Background: an optimization exercise with open tools, aiming at small area, a short achievable clock period and few clock cycles. Do not read the settings as production practice. At most, simulation tests tie the RTL to the original design; equivalence was not proved.

==> run a: inputs <==
==> flow/design.v <==
module mdu_sequencer (
    input  logic        clk,
    input  logic        rst,
    input  logic        startE,
    input  logic        mulOrdivE,
    input  logic        mdIsSignE,
    input  logic [31:0] srcaE,
    input  logic [31:0] srcbE,
    input  logic        flushE,
    input  logic        advE,
    output logic        stallMdE,
    output logic        readyE,
    output logic [31:0] hiE,
    output logic [31:0] loE
);
    typedef enum logic [2:0] {
        S_IDLE = 3'd0,
        S_MUL  = 3'd1,
        S_NEGA = 3'd2,
        S_PSUB = 3'd3,
        S_PREP = 3'd4,
        S_DIV  = 3'd5,
        S_NEGR = 3'd6,
        S_DONE = 3'd7
    } state_t;
    state_t       st_q, st_d;
    logic         busy_q, idle_q, done_q;
    logic         m_mul_q, m_sub_q;    
    logic [32:0]  h_q, h_d;       
    logic [31:0]  l_q, l_d;       
    logic [32:0]  y_q, y_d;       
    logic [2:0]   d0_q, d0_d;     
    logic [2:0]   d1_q, d1_d;
    logic         last_q, last_d; 
    logic [4:0]   cnt_q, cnt_d;   
    logic [1:0]   mcls_q, mcls_d; 
    logic         sgn_q, sgn_d;
    logic         bneg_q, bneg_d;      
    logic         rneg_q, rneg_d;      
    logic         qneg_q, qneg_d;      
    logic [5:0]   lzb_q, lzb_d;        
    function automatic [1:0] lz4(input [3:0] x);
        lz4 = x[3] ? 2'd0 : x[2] ? 2'd1 : x[1] ? 2'd2 : 2'd3;
    endfunction
    function automatic [2:0] lz8(input [7:0] x);
        lz8 = (x[7:4] != 4'd0) ? {1'b0, lz4(x[7:4])} : {1'b1, lz4(x[3:0])};
    endfunction
    function automatic [3:0] lz16(input [15:0] x);
        lz16 = (x[15:8] != 8'd0) ? {1'b0, lz8(x[15:8])} : {1'b1, lz8(x[7:0])};
    endfunction
    function automatic [5:0] lz32(input [31:0] x);
        if (x == 32'd0)                lz32 = 6'd32;
        else if (x[31:16] != 16'd0)    lz32 = {2'b00, lz16(x[31:16])};
        else                           lz32 = {2'b01, lz16(x[15:0])};
    endfunction
    function automatic [2:0] booth(input b1, input b0, input bm);
        booth = {b1, (b1 & ~b0 & ~bm) | (~b1 & b0 & bm), b0 ^ bm};
    endfunction
    logic        a_neg, b_neg;
    logic [31:0] ua, ub;
    logic [1:0]  cls_a, cls_b, cls;
    logic        swap;
    logic [31:0] msrc, ysrc;
    always_comb begin
        a_neg = mdIsSignE & srcaE[31];
        b_neg = mdIsSignE & srcbE[31];
        ua    = a_neg ? ~srcaE : srcaE;
        ub    = b_neg ? ~srcbE : srcbE;
        cls_a = (ua[31:9] == '0) ? 2'd0 : (ua[31:17] == '0) ? 2'd1 : 2'd2;
        cls_b = (ub[31:9] == '0) ? 2'd0 : (ub[31:17] == '0) ? 2'd1 : 2'd2;
        swap  = mulOrdivE | (cls_a < cls_b);     
        cls   = swap ? cls_a : cls_b;
        msrc  = swap ? srcaE : srcbE;
        ysrc  = swap ? srcbE : srcaE;
    end
    logic [5:0]  lza_in, lzb_in;
    logic        dneg_in, bzero;
    logic [5:0]  lza;
    logic [6:0]  dlen;
    logic [4:0]  dsh;
    logic        dneg;
    logic [32:0] ysh;
    always_comb begin
        lza_in  = lz32(ua) - {5'd0, a_neg};
        lzb_in  = lz32(ub);
        bzero   = (srcbE == '0);
        dneg_in = lzb_in < lza_in;                
        lza   = lz32(h_q[31:0]);
        dlen  = {1'b0, lzb_q} - {1'b0, lza};      
        dneg  = dlen[6];
        dsh   = dlen[5] ? 5'd31 : dlen[4:0];
        ysh   = y_q << dsh;
    end
    logic [34:0] mag0, mag1;
    logic [36:0] op_a, op_b, op_e;
    logic [36:0] csa_s, csa_c;
    logic        cin;
    logic [36:0] sum;
    logic        fits;
    function automatic [36:0] add37(input [36:0] a, input [36:0] b, input c);
        logic [36:0] g, p;
        logic [37:0] cy;
        logic [9:0]  gg, gp, pg, pp, tg, tp;
        integer i, j, k;
        begin
            g = a & b;
            p = a ^ b;
            for (i = 0; i < 10; i = i + 1) begin
                gg[i] = 1'b0;
                gp[i] = 1'b1;
                for (j = 0; j < 4; j = j + 1) begin
                    if (4 * i + j < 37) begin
                        gg[i] = g[4*i+j] | (p[4*i+j] & gg[i]);
                        gp[i] = gp[i] & p[4*i+j];
                    end
                end
            end
            gg[0] = gg[0] | (gp[0] & c);
            gp[0] = 1'b0;
            pg = gg;
            pp = gp;
            for (k = 1; k < 10; k = k * 2) begin
                tg = pg;
                tp = pp;
                for (i = k; i < 10; i = i + 1) begin
                    tg[i] = pg[i] | (pp[i] & pg[i-k]);
                    tp[i] = pp[i] & pp[i-k];
                end
                pg = tg;
                pp = tp;
            end
            for (i = 0; i < 37; i = i + 1) begin
                if (i == 0)          cy[i] = c;
                else if (i % 4 == 0) cy[i] = pg[i/4-1];
                else                 cy[i] = g[i-1] | (p[i-1] & cy[i-1]);
            end
            add37 = p ^ cy[36:0];
        end
    endfunction
    always_comb begin
        mag0 = d0_q[1] ? {y_q[32], y_q, 1'b0} : (d0_q[0] ? {{2{y_q[32]}}, y_q} : 35'd0);
        mag1 = d1_q[1] ? {y_q[32], y_q, 1'b0} : (d1_q[0] ? {{2{y_q[32]}}, y_q} : 35'd0);
        op_a = {{4{h_q[32]}}, h_q} ^ {37{~m_mul_q & ~m_sub_q}};
        if (m_mul_q) begin
            op_b = {{2{mag0[34] ^ d0_q[2]}}, mag0 ^ {35{d0_q[2]}}};
            op_e = {mag1 ^ {35{d1_q[2]}}, {2{d1_q[2]}}};
            cin  = d0_q[2];
        end else if (m_sub_q) begin
            op_b = {{4{y_q[32]}}, y_q} ^ {37{~bneg_q}};
            op_e = 37'd0;
            cin  = ~bneg_q;
        end else begin
            op_b = 37'd0;
            op_e = 37'd0;
            cin  = 1'b1;
        end
        csa_s = op_a ^ op_b ^ op_e;
        csa_c = {(op_a[35:0] & op_b[35:0]) | (op_a[35:0] & op_e[35:0]) | (op_b[35:0] & op_e[35:0]),
                 m_mul_q & d1_q[2]};
        sum   = add37(csa_s, csa_c, cin);
        fits  = ~sum[36];
    end
    logic [66:0] pfull;
    logic [66:0] psh;
    logic        ne;
    always_comb begin
        st_d    = st_q;
        h_d     = h_q;
        l_d     = l_q;
        y_d     = y_q;
        d0_d    = d0_q;
        d1_d    = d1_q;
        last_d  = last_q;
        cnt_d   = cnt_q;
        mcls_d  = mcls_q;
        sgn_d   = sgn_q;
        bneg_d  = bneg_q;
        rneg_d  = rneg_q;
        qneg_d  = qneg_q;
        lzb_d   = lzb_q;
        pfull = {sum[34:0], l_q};
        psh   = 'x;
        ne    = sgn_q & l_q[3];
        case (st_q)
            S_IDLE: begin
                if (startE && !flushE) begin
                    sgn_d   = mdIsSignE;
                    bneg_d  = b_neg;
                    rneg_d  = a_neg;
                    qneg_d  = a_neg ^ b_neg;
                    lzb_d   = lzb_in;
                    d0_d    = booth(msrc[1], msrc[0], 1'b0);
                    d1_d    = booth(msrc[3], msrc[2], msrc[1]);
                    last_d  = 1'b0;
                    h_d     = mulOrdivE ? {1'b0, srcaE} : 33'd0;
                    y_d     = {mdIsSignE & ysrc[31], ysrc};
                    mcls_d  = cls;
                    cnt_d   = (cls == 2'd0) ? 5'd2 : (cls == 2'd1) ? 5'd4 : 5'd8;
                    if (!mulOrdivE) begin
                        l_d  = msrc;
                        st_d = S_MUL;
                    end else if (bzero) begin
                        l_d  = a_neg ? 32'd1 : 32'hFFFF_FFFF;
                        st_d = S_DONE;
                    end else if (dneg_in) begin
                        l_d  = 32'd0;
                        st_d = S_DONE;
                    end else begin
                        st_d = a_neg ? S_NEGA : (a_neg ^ b_neg) ? S_PSUB : S_PREP;
                    end
                end
            end
            S_MUL: begin
                d0_d   = booth(l_q[5], l_q[4], l_q[3]);
                d1_d   = booth(l_q[7], l_q[6], l_q[5]);
                if (cnt_q == 5'd1) begin
                    d1_d = 3'b000;
                    if (mcls_q == 2'd2) d0_d = booth(ne, ne, l_q[3]);
                end
                last_d = (cnt_q == 5'd1);
                if (!last_q) begin
                    h_d = sum[36:4];
                    l_d = {sum[3:0], l_q[31:4]};
                    cnt_d = cnt_q - 5'd1;
                end else begin
                    case (mcls_q)
                        2'd0:    psh = {{24{pfull[66]}}, pfull[66:24]};
                        2'd1:    psh = {{16{pfull[66]}}, pfull[66:16]};
                        default: psh = pfull;
                    endcase
                    h_d  = psh[64:32];
                    l_d  = psh[31:0];
                    st_d = S_DONE;
                end
                if (flushE) st_d = S_IDLE;
            end
            S_NEGA: begin
                h_d  = {1'b0, sum[31:0]};
                st_d = qneg_q ? S_PSUB : S_PREP;
                if (flushE) st_d = S_IDLE;
            end
            S_PSUB: begin
                l_d = 32'd0;
                if (fits) begin
                    h_d  = {1'b0, sum[31:0]};
                    st_d = S_PREP;
                end else begin
                    st_d = rneg_q ? S_NEGR : S_DONE;
                end
                if (flushE) st_d = S_IDLE;
            end
            S_PREP: begin
                l_d = {32{qneg_q}};
                if (dneg) begin
                    st_d = rneg_q ? S_NEGR : S_DONE;
                end else begin
                    y_d   = ysh;
                    cnt_d = dsh;
                    st_d  = S_DIV;
                end
                if (flushE) st_d = S_IDLE;
            end
            S_DIV: begin
                if (fits) h_d = {1'b0, sum[31:0]};
                l_d   = {l_q[30:0], fits ^ qneg_q};
                y_d   = {y_q[32], y_q[32:1]};
                cnt_d = cnt_q - 5'd1;
                if (cnt_q == 5'd0) st_d = rneg_q ? S_NEGR : S_DONE;
                if (flushE) st_d = S_IDLE;
            end
            S_NEGR: begin
                h_d  = {1'b0, sum[31:0]};
                st_d = S_DONE;
                if (flushE) st_d = S_IDLE;
            end
            S_DONE: begin
                if (flushE || advE) st_d = S_IDLE;
            end
            default: st_d = S_IDLE;
        endcase
    end
    always_ff @(posedge clk or posedge rst) begin
        if (rst) begin
            st_q    <= S_IDLE;
            idle_q  <= 1'b1;
            busy_q  <= 1'b0;
            done_q  <= 1'b0;
            m_mul_q <= 1'b0;
            m_sub_q <= 1'b0;
        end else begin
            st_q    <= st_d;
            idle_q  <= (st_d == S_IDLE);
            busy_q  <= (st_d != S_IDLE) && (st_d != S_DONE);
            done_q  <= (st_d == S_DONE);
            m_mul_q <= (st_d == S_MUL);
            m_sub_q <= (st_d == S_PSUB) || (st_d == S_DIV);
        end
    end
    always_ff @(posedge clk) begin
        h_q     <= h_d;
        l_q     <= l_d;
        y_q     <= y_d;
        d0_q    <= d0_d;
        d1_q    <= d1_d;
        last_q  <= last_d;
        cnt_q   <= cnt_d;
        mcls_q  <= mcls_d;
        sgn_q   <= sgn_d;
        bneg_q  <= bneg_d;
        rneg_q  <= rneg_d;
        qneg_q  <= qneg_d;
        lzb_q   <= lzb_d;
    end
    assign stallMdE = busy_q | (idle_q & startE & ~flushE);
    assign readyE   = done_q;
    assign hiE      = h_q[31:0];
    assign loE      = l_q;
endmodule
==> flow/run.sh <==
#!/bin/bash
# synth_recipe.tcl (not shown) runs the flow's synth.tcl, then flattens the netlist and writes it again
# the make line also repeats each setting of config.mk as NAME=value (left out here)
make -C /OpenROAD-flow-scripts/flow DESIGN_CONFIG=/design/flow/config.mk WORK_HOME=/design/flow/orfs CLKGATE_MAP_FILE= SYNTH_SCRIPT=/design/flow/synth_recipe.tcl finish
==> flow/config.mk <==
export PLATFORM = sky130hd
export DESIGN_NAME = mdu_sequencer
export DESIGN_NICKNAME = mdu_sequencer
export VERILOG_FILES = /design/flow/design.v
export SDC_FILE = /design/flow/constraint.sdc
export NUM_CORES = 4
export LEC_CHECK = 0
export ABC_AREA = 1
export CAP_MARGIN = 20
export CORE_MARGIN = 2
export CORE_UTILIZATION = 40
export SETUP_SLACK_MARGIN = 5
export SLEW_MARGIN = 20
==> flow/constraint.sdc <==
create_clock -name core_clock -period 11.0 [get_ports {clk}]
set_input_delay 2.2000 -clock core_clock [delete_from_list [all_inputs] [get_ports {clk}]]
set_output_delay 2.2000 -clock core_clock [all_outputs]
set_load 0.01 [all_outputs]
==> run b (differences from run a) <==
==> flow/design.v, changed modules only <==
module mdu_sequencer (
    input  logic        clk,
    input  logic        rst,
    input  logic        startE,
    input  logic        mulOrdivE,
    input  logic        mdIsSignE,
    input  logic [31:0] srcaE,
    input  logic [31:0] srcbE,
    input  logic        flushE,
    input  logic        advE,
    output logic        stallMdE,
    output logic        readyE,
    output logic [31:0] hiE,
    output logic [31:0] loE
);
    typedef enum logic [2:0] {
        S_IDLE = 3'd0,
        S_MUL  = 3'd1,
        S_NEGA = 3'd2,
        S_PSUB = 3'd3,
        S_PREP = 3'd4,
        S_DIV  = 3'd5,
        S_NEGR = 3'd6,
        S_DONE = 3'd7
    } state_t;
    state_t       st_q, st_d;
    logic         busy_q, idle_q, done_q;
    logic         m_mul_q, m_sub_q;    
    logic [32:0]  h_q, h_d;       
    logic [31:0]  l_q, l_d;       
    logic [32:0]  y_q, y_d;       
    logic [2:0]   d0_q, d0_d;     
    logic [2:0]   d1_q, d1_d;
    logic         last_q, last_d; 
    logic [4:0]   cnt_q, cnt_d;   
    logic [1:0]   mcls_q, mcls_d; 
    logic         sgn_q, sgn_d;
    logic         bneg_q, bneg_d;      
    logic         rneg_q, rneg_d;      
    logic         qneg_q, qneg_d;      
    logic [5:0]   lzb_q, lzb_d;        
    function automatic [1:0] lz4(input [3:0] x);
        lz4 = x[3] ? 2'd0 : x[2] ? 2'd1 : x[1] ? 2'd2 : 2'd3;
    endfunction
    function automatic [2:0] lz8(input [7:0] x);
        lz8 = (x[7:4] != 4'd0) ? {1'b0, lz4(x[7:4])} : {1'b1, lz4(x[3:0])};
    endfunction
    function automatic [3:0] lz16(input [15:0] x);
        lz16 = (x[15:8] != 8'd0) ? {1'b0, lz8(x[15:8])} : {1'b1, lz8(x[7:0])};
    endfunction
    function automatic [5:0] lz32(input [31:0] x);
        if (x == 32'd0)                lz32 = 6'd32;
        else if (x[31:16] != 16'd0)    lz32 = {2'b00, lz16(x[31:16])};
        else                           lz32 = {2'b01, lz16(x[15:0])};
    endfunction
    function automatic [2:0] booth(input b1, input b0, input bm);
        booth = {b1, (b1 & ~b0 & ~bm) | (~b1 & b0 & bm), b0 ^ bm};
    endfunction
    logic        a_neg, b_neg;
    logic [31:0] ua, ub;
    logic [1:0]  cls_a, cls_b, cls;
    logic        swap;
    logic [31:0] msrc, ysrc;
    always_comb begin
        a_neg = mdIsSignE & srcaE[31];
        b_neg = mdIsSignE & srcbE[31];
        ua    = a_neg ? ~srcaE : srcaE;
        ub    = b_neg ? ~srcbE : srcbE;
        cls_a = (ua[31:9] == '0) ? 2'd0 : (ua[31:17] == '0) ? 2'd1 : 2'd2;
        cls_b = (ub[31:9] == '0) ? 2'd0 : (ub[31:17] == '0) ? 2'd1 : 2'd2;
        swap  = mulOrdivE | (cls_a < cls_b);     
        cls   = swap ? cls_a : cls_b;
        msrc  = swap ? srcaE : srcbE;
        ysrc  = swap ? srcbE : srcaE;
    end
    logic [5:0]  lzb_in;
    logic        bzero;
    logic [5:0]  lza;
    logic [6:0]  dlen;
    logic [4:0]  dsh;
    logic        dneg;
    logic [32:0] ysh;
    always_comb begin
        lzb_in  = lz32(ub);
        bzero   = (srcbE == '0);
        lza   = lz32(h_q[31:0]);
        dlen  = {1'b0, lzb_q} - {1'b0, lza};      
        dneg  = dlen[6];
        dsh   = dlen[5] ? 5'd31 : dlen[4:0];
        ysh   = y_q << dsh;
    end
    logic [34:0] mag0, mag1;
    logic [36:0] op_a, op_b, op_e;
    logic [36:0] csa_s, csa_c;
    logic        cin;
    logic [36:0] sum;
    logic        fits;
    always_comb begin
        mag0 = d0_q[1] ? {y_q[32], y_q, 1'b0} : (d0_q[0] ? {{2{y_q[32]}}, y_q} : 35'd0);
        mag1 = d1_q[1] ? {y_q[32], y_q, 1'b0} : (d1_q[0] ? {{2{y_q[32]}}, y_q} : 35'd0);
        op_a = {{4{h_q[32]}}, h_q} ^ {37{~m_mul_q & ~m_sub_q}};
        if (m_mul_q) begin
            op_b = {{2{mag0[34] ^ d0_q[2]}}, mag0 ^ {35{d0_q[2]}}};
            op_e = {mag1 ^ {35{d1_q[2]}}, {2{d1_q[2]}}};
            cin  = d0_q[2];
        end else if (m_sub_q) begin
            op_b = {{4{y_q[32]}}, y_q} ^ {37{~bneg_q}};
            op_e = 37'd0;
            cin  = ~bneg_q;
        end else begin
            op_b = 37'd0;
            op_e = 37'd0;
            cin  = 1'b1;
        end
        csa_s = op_a ^ op_b ^ op_e;
        csa_c = {(op_a[35:0] & op_b[35:0]) | (op_a[35:0] & op_e[35:0]) | (op_b[35:0] & op_e[35:0]),
                 m_mul_q & d1_q[2]};
        sum   = csa_s + csa_c + {36'd0, cin};
        fits  = ~sum[36];
    end
    logic [66:0] pfull;
    logic [66:0] psh;
    logic        ne;
    always_comb begin
        st_d    = st_q;
        h_d     = h_q;
        l_d     = l_q;
        y_d     = y_q;
        cnt_d   = cnt_q - 5'd1;
        mcls_d  = mcls_q;
        sgn_d   = sgn_q;
        bneg_d  = bneg_q;
        rneg_d  = rneg_q;
        qneg_d  = qneg_q;
        lzb_d   = lzb_q;
        pfull = {sum[34:0], l_q};
        psh   = 'x;
        ne    = sgn_q & l_q[3];
        d0_d   = booth(l_q[5], l_q[4], l_q[3]);
        d1_d   = booth(l_q[7], l_q[6], l_q[5]);
        if (cnt_q == 5'd1) begin
            d1_d = 3'b000;
            if (mcls_q == 2'd2) d0_d = booth(ne, ne, l_q[3]);
        end
        last_d = (cnt_q == 5'd1);
        case (st_q)
            S_IDLE: begin
                sgn_d   = mdIsSignE;
                bneg_d  = b_neg;
                rneg_d  = a_neg;
                qneg_d  = a_neg ^ b_neg;
                lzb_d   = lzb_in;
                d0_d    = booth(msrc[1], msrc[0], 1'b0);
                d1_d    = booth(msrc[3], msrc[2], msrc[1]);
                last_d  = 1'b0;
                h_d     = mulOrdivE ? {1'b0, srcaE} : 33'd0;
                y_d     = {mdIsSignE & ysrc[31], ysrc};
                mcls_d  = cls;
                cnt_d   = (cls == 2'd0) ? 5'd2 : (cls == 2'd1) ? 5'd4 : 5'd8;
                l_d     = !mulOrdivE ? msrc :
                          a_neg      ? 32'd1 : 32'hFFFF_FFFF;
                if (!startE || flushE)       st_d = S_IDLE;
                else if (!mulOrdivE)         st_d = S_MUL;
                else if (bzero)              st_d = S_DONE;
                else                         st_d = a_neg ? S_NEGA :
                                                    (a_neg ^ b_neg) ? S_PSUB : S_PREP;
            end
            S_MUL: begin
                if (!last_q) begin
                    h_d = sum[36:4];
                    l_d = {sum[3:0], l_q[31:4]};
                end else begin
                    case (mcls_q)
                        2'd0:    psh = {{24{pfull[66]}}, pfull[66:24]};
                        2'd1:    psh = {{16{pfull[66]}}, pfull[66:16]};
                        default: psh = pfull;
                    endcase
                    h_d  = psh[64:32];
                    l_d  = psh[31:0];
                    st_d = S_DONE;
                end
                if (flushE) st_d = S_IDLE;
            end
            S_NEGA: begin
                h_d  = {1'b0, sum[31:0]};
                st_d = qneg_q ? S_PSUB : S_PREP;
                if (flushE) st_d = S_IDLE;
            end
            S_PSUB: begin
                l_d = 32'd0;
                if (fits) begin
                    h_d  = {1'b0, sum[31:0]};
                    st_d = S_PREP;
                end else begin
                    st_d = rneg_q ? S_NEGR : S_DONE;
                end
                if (flushE) st_d = S_IDLE;
            end
            S_PREP: begin
                l_d = {32{qneg_q}};
                if (dneg) begin
                    st_d = rneg_q ? S_NEGR : S_DONE;
                end else begin
                    y_d   = ysh;
                    cnt_d = dsh;
                    st_d  = S_DIV;
                end
                if (flushE) st_d = S_IDLE;
            end
            S_DIV: begin
                if (fits) h_d = {1'b0, sum[31:0]};
                l_d   = {l_q[30:0], fits ^ qneg_q};
                y_d   = {y_q[32], y_q[32:1]};
                cnt_d = cnt_q - 5'd1;
                if (cnt_q == 5'd0) st_d = rneg_q ? S_NEGR : S_DONE;
                if (flushE) st_d = S_IDLE;
            end
            S_NEGR: begin
                h_d  = {1'b0, sum[31:0]};
                st_d = S_DONE;
                if (flushE) st_d = S_IDLE;
            end
            S_DONE: begin
                if (flushE || advE) st_d = S_IDLE;
            end
            default: st_d = S_IDLE;
        endcase
    end
    always_ff @(posedge clk or posedge rst) begin
        if (rst) begin
            st_q    <= S_IDLE;
            idle_q  <= 1'b1;
            busy_q  <= 1'b0;
            done_q  <= 1'b0;
            m_mul_q <= 1'b0;
            m_sub_q <= 1'b0;
        end else begin
            st_q    <= st_d;
            idle_q  <= (st_d == S_IDLE);
            busy_q  <= (st_d != S_IDLE) && (st_d != S_DONE);
            done_q  <= (st_d == S_DONE);
            m_mul_q <= (st_d == S_MUL);
            m_sub_q <= (st_d == S_PSUB) || (st_d == S_DIV);
        end
    end
    always_ff @(posedge clk) begin
        h_q     <= h_d;
        l_q     <= l_d;
        y_q     <= y_d;
        d0_q    <= d0_d;
        d1_q    <= d1_d;
        last_q  <= last_d;
        cnt_q   <= cnt_d;
        mcls_q  <= mcls_d;
        sgn_q   <= sgn_d;
        bneg_q  <= bneg_d;
        rneg_q  <= rneg_d;
        qneg_q  <= qneg_d;
        lzb_q   <= lzb_d;
    end
    assign stallMdE = busy_q | (idle_q & startE & ~flushE);
    assign readyE   = done_q;
    assign hiE      = h_q[31:0];
    assign loE      = l_q;
endmodule
==> flow/flow/run.sh (new file) <==
#!/bin/bash
set -euo pipefail
ARGS='BUFFER_PORTS_ARGS=-buffer_cell sky130_fd_sc_hd__buf_1'
MARGIN='SETUP_SLACK_MARGIN=6.1'
sed "s/\"\\\${@:-finish}\"/'$ARGS' $MARGIN \"\${@:-finish}\"/" standard.sh > standard_tuned.sh
grep -q "buffer_cell" standard_tuned.sh
grep -q "SETUP_SLACK_MARGIN=6.1" standard_tuned.sh
bash standard_tuned.sh > flow_standard.log 2>&1
==> flow/standard.sh (new file) <==
#!/bin/bash
# synth_recipe.tcl (not shown) runs the flow's synth.tcl, then flattens the netlist and writes it again
# the make line also repeats each setting of config.mk as NAME=value (left out here)
make -C /OpenROAD-flow-scripts/flow DESIGN_CONFIG=/design/flow/config.mk WORK_HOME=/design/flow/orfs CLKGATE_MAP_FILE= SYNTH_SCRIPT=/design/flow/synth_recipe.tcl "${@:-finish}"
--- a/flow/config.mk
+++ b/flow/config.mk
@@ -10,4 +10,4 @@
 export CORE_MARGIN = 2
-export CORE_UTILIZATION = 40
-export SETUP_SLACK_MARGIN = 5
+export CORE_UTILIZATION = 50
+export CTS_BUF_LIST = sky130_fd_sc_hd__clkbuf_4 sky130_fd_sc_hd__clkbuf_8
 export SLEW_MARGIN = 20
removed: flow/run.sh
==> run c (differences from run a) <==
--- a/flow/design.v
+++ b/flow/design.v
@@ -75,4 +75,4 @@
     end
-    logic [5:0]  lza_in, lzb_in;
-    logic        dneg_in, bzero;
+    logic [5:0]  lzb_in;
+    logic        bzero;
     logic [5:0]  lza;
@@ -83,6 +83,4 @@
     always_comb begin
-        lza_in  = lz32(ua) - {5'd0, a_neg};
         lzb_in  = lz32(ub);
         bzero   = (srcbE == '0);
-        dneg_in = lzb_in < lza_in;                
         lza   = lz32(h_q[31:0]);
@@ -185,28 +183,21 @@
             S_IDLE: begin
-                if (startE && !flushE) begin
-                    sgn_d   = mdIsSignE;
-                    bneg_d  = b_neg;
-                    rneg_d  = a_neg;
-                    qneg_d  = a_neg ^ b_neg;
-                    lzb_d   = lzb_in;
-                    d0_d    = booth(msrc[1], msrc[0], 1'b0);
-                    d1_d    = booth(msrc[3], msrc[2], msrc[1]);
-                    last_d  = 1'b0;
-                    h_d     = mulOrdivE ? {1'b0, srcaE} : 33'd0;
-                    y_d     = {mdIsSignE & ysrc[31], ysrc};
-                    mcls_d  = cls;
-                    cnt_d   = (cls == 2'd0) ? 5'd2 : (cls == 2'd1) ? 5'd4 : 5'd8;
-                    if (!mulOrdivE) begin
-                        l_d  = msrc;
-                        st_d = S_MUL;
-                    end else if (bzero) begin
-                        l_d  = a_neg ? 32'd1 : 32'hFFFF_FFFF;
-                        st_d = S_DONE;
-                    end else if (dneg_in) begin
-                        l_d  = 32'd0;
-                        st_d = S_DONE;
-                    end else begin
-                        st_d = a_neg ? S_NEGA : (a_neg ^ b_neg) ? S_PSUB : S_PREP;
-                    end
-                end
+                sgn_d   = mdIsSignE;
+                bneg_d  = b_neg;
+                rneg_d  = a_neg;
+                qneg_d  = a_neg ^ b_neg;
+                lzb_d   = lzb_in;
+                d0_d    = booth(msrc[1], msrc[0], 1'b0);
+                d1_d    = booth(msrc[3], msrc[2], msrc[1]);
+                last_d  = 1'b0;
+                h_d     = mulOrdivE ? {1'b0, srcaE} : 33'd0;
+                y_d     = {mdIsSignE & ysrc[31], ysrc};
+                mcls_d  = cls;
+                cnt_d   = (cls == 2'd0) ? 5'd2 : (cls == 2'd1) ? 5'd4 : 5'd8;
+                l_d     = !mulOrdivE ? msrc :
+                          a_neg      ? 32'd1 : 32'hFFFF_FFFF;
+                if (!startE || flushE)       st_d = S_IDLE;
+                else if (!mulOrdivE)         st_d = S_MUL;
+                else if (bzero)              st_d = S_DONE;
+                else                         st_d = a_neg ? S_NEGA :
+                                                    (a_neg ^ b_neg) ? S_PSUB : S_PREP;
             end
==> flow/flow/run.sh (new file) <==
#!/bin/bash
# The standard layout, with the port buffers made from the smallest buffer cell.
set -euo pipefail
ARGS='BUFFER_PORTS_ARGS=-buffer_cell sky130_fd_sc_hd__buf_1'
sed "s/\"\\\${@:-finish}\"/'$ARGS' \"\${@:-finish}\"/" standard.sh > standard_ports.sh
grep -q "buffer_cell" standard_ports.sh
bash standard_ports.sh > flow_standard.log 2>&1
==> flow/standard.sh (new file) <==
#!/bin/bash
# synth_recipe.tcl (not shown) runs the flow's synth.tcl, then flattens the netlist and writes it again
# the make line also repeats each setting of config.mk as NAME=value (left out here)
make -C /OpenROAD-flow-scripts/flow DESIGN_CONFIG=/design/flow/config.mk WORK_HOME=/design/flow/orfs CLKGATE_MAP_FILE= SYNTH_SCRIPT=/design/flow/synth_recipe.tcl "${@:-finish}"
--- a/flow/config.mk
+++ b/flow/config.mk
@@ -10,3 +10,4 @@
 export CORE_MARGIN = 2
-export CORE_UTILIZATION = 40
+export CORE_UTILIZATION = 50
+export CTS_BUF_LIST = sky130_fd_sc_hd__clkbuf_4 sky130_fd_sc_hd__clkbuf_8
 export SETUP_SLACK_MARGIN = 5
removed: flow/run.sh
==> results.json <==
{
  "routed-wl-met3_mm": 12.93,
  "layout.nonclk_buf_frac": 0.05604,
  "period_needed_ns": 4.879,
  "antenna_violations_before_repair": 4,
  "register_area_um2": 3747,
  "outcome": "finished clean",
  "multi_input_comb_area_um2": 11960,
  "dieArea_um2": 36560
}
The numbers above come from run b.

==> results.json <==
{
  "routed-wl-met3_mm": 8.537,
  "met2RoutedLength_mm": 39.33,
  "layout.nonclk_buf_frac": 0.1138,
  "register_area_um2": 3869,
  "hold_path.startpoint": "y_q[22]",
  "multi_input_comb_area_um2": 12030,
  "dieArea_um2": 45380,
  "crit_arrival_ns": 6.13,
  "maximum_number_of_pins_on_one_net_before_global_route_repair": 79,
  "synthDistinctLibCells": 63,
  "clockBufferDepth": 2,
  "period_needed_ns": 5.953,
  "outcome": "finished clean",
  "antenna_violations_before_repair": 0
}
The numbers above come from run a.

==> results.json <==
{
  "outcome": "finished clean",
  "dieArea_um2": 34760,
  "multi_input_comb_area_um2": 11040,
  "layout.nonclk_buf_frac": 0.05800,
  "period_needed_ns": 5.915,
  "routed-wl-met3_mm": 8.712,
  "synth.cell_area_um2": 16640,
  "register_area_um2": 3869
}
The numbers above come from run c.

Testbench counts of run b, summed over its fixed seeds: cycles 66,941.
Only the layout flow was run in run a and run c; the RTL was not checked for function there.

==> static timing again, ports no longer ideal <==
The results above use ideal ports. As a check the final layouts listed here were re-extracted and re-timed, cells and wires unchanged.
Step 1: set_driving_cell puts a clkbuf_16 on clk and a buf_2 on each other input, an assumption about the parent block.
Step 2 times the ports against the registers' clock, not the clock port: input delays grow and output delays shrink by t, the midpoint of the rising clock arrivals with the driver on.
Three values: ideal ports, drivers, drivers and shift; two values: the first two.
run	t, ns	slack for setup (ns)	worst setup path after step 2	worst data-port slew with drivers (ns)	cell pins on the clock port's net
run a	0.510	5.047 / 5.060 / 4.577	input to register	0.05	1
run b	0.532	6.121 / 6.084 / 5.763	input to register	0.04	1
run c	0.524	5.085 / 5.085 / 4.641	input to register	0.04	1
After both steps setup and hold are still met in every run listed. For run a, which loses most, drivers alone change the setup slack by +0.013 ns; drivers and shift together by -0.470 ns.
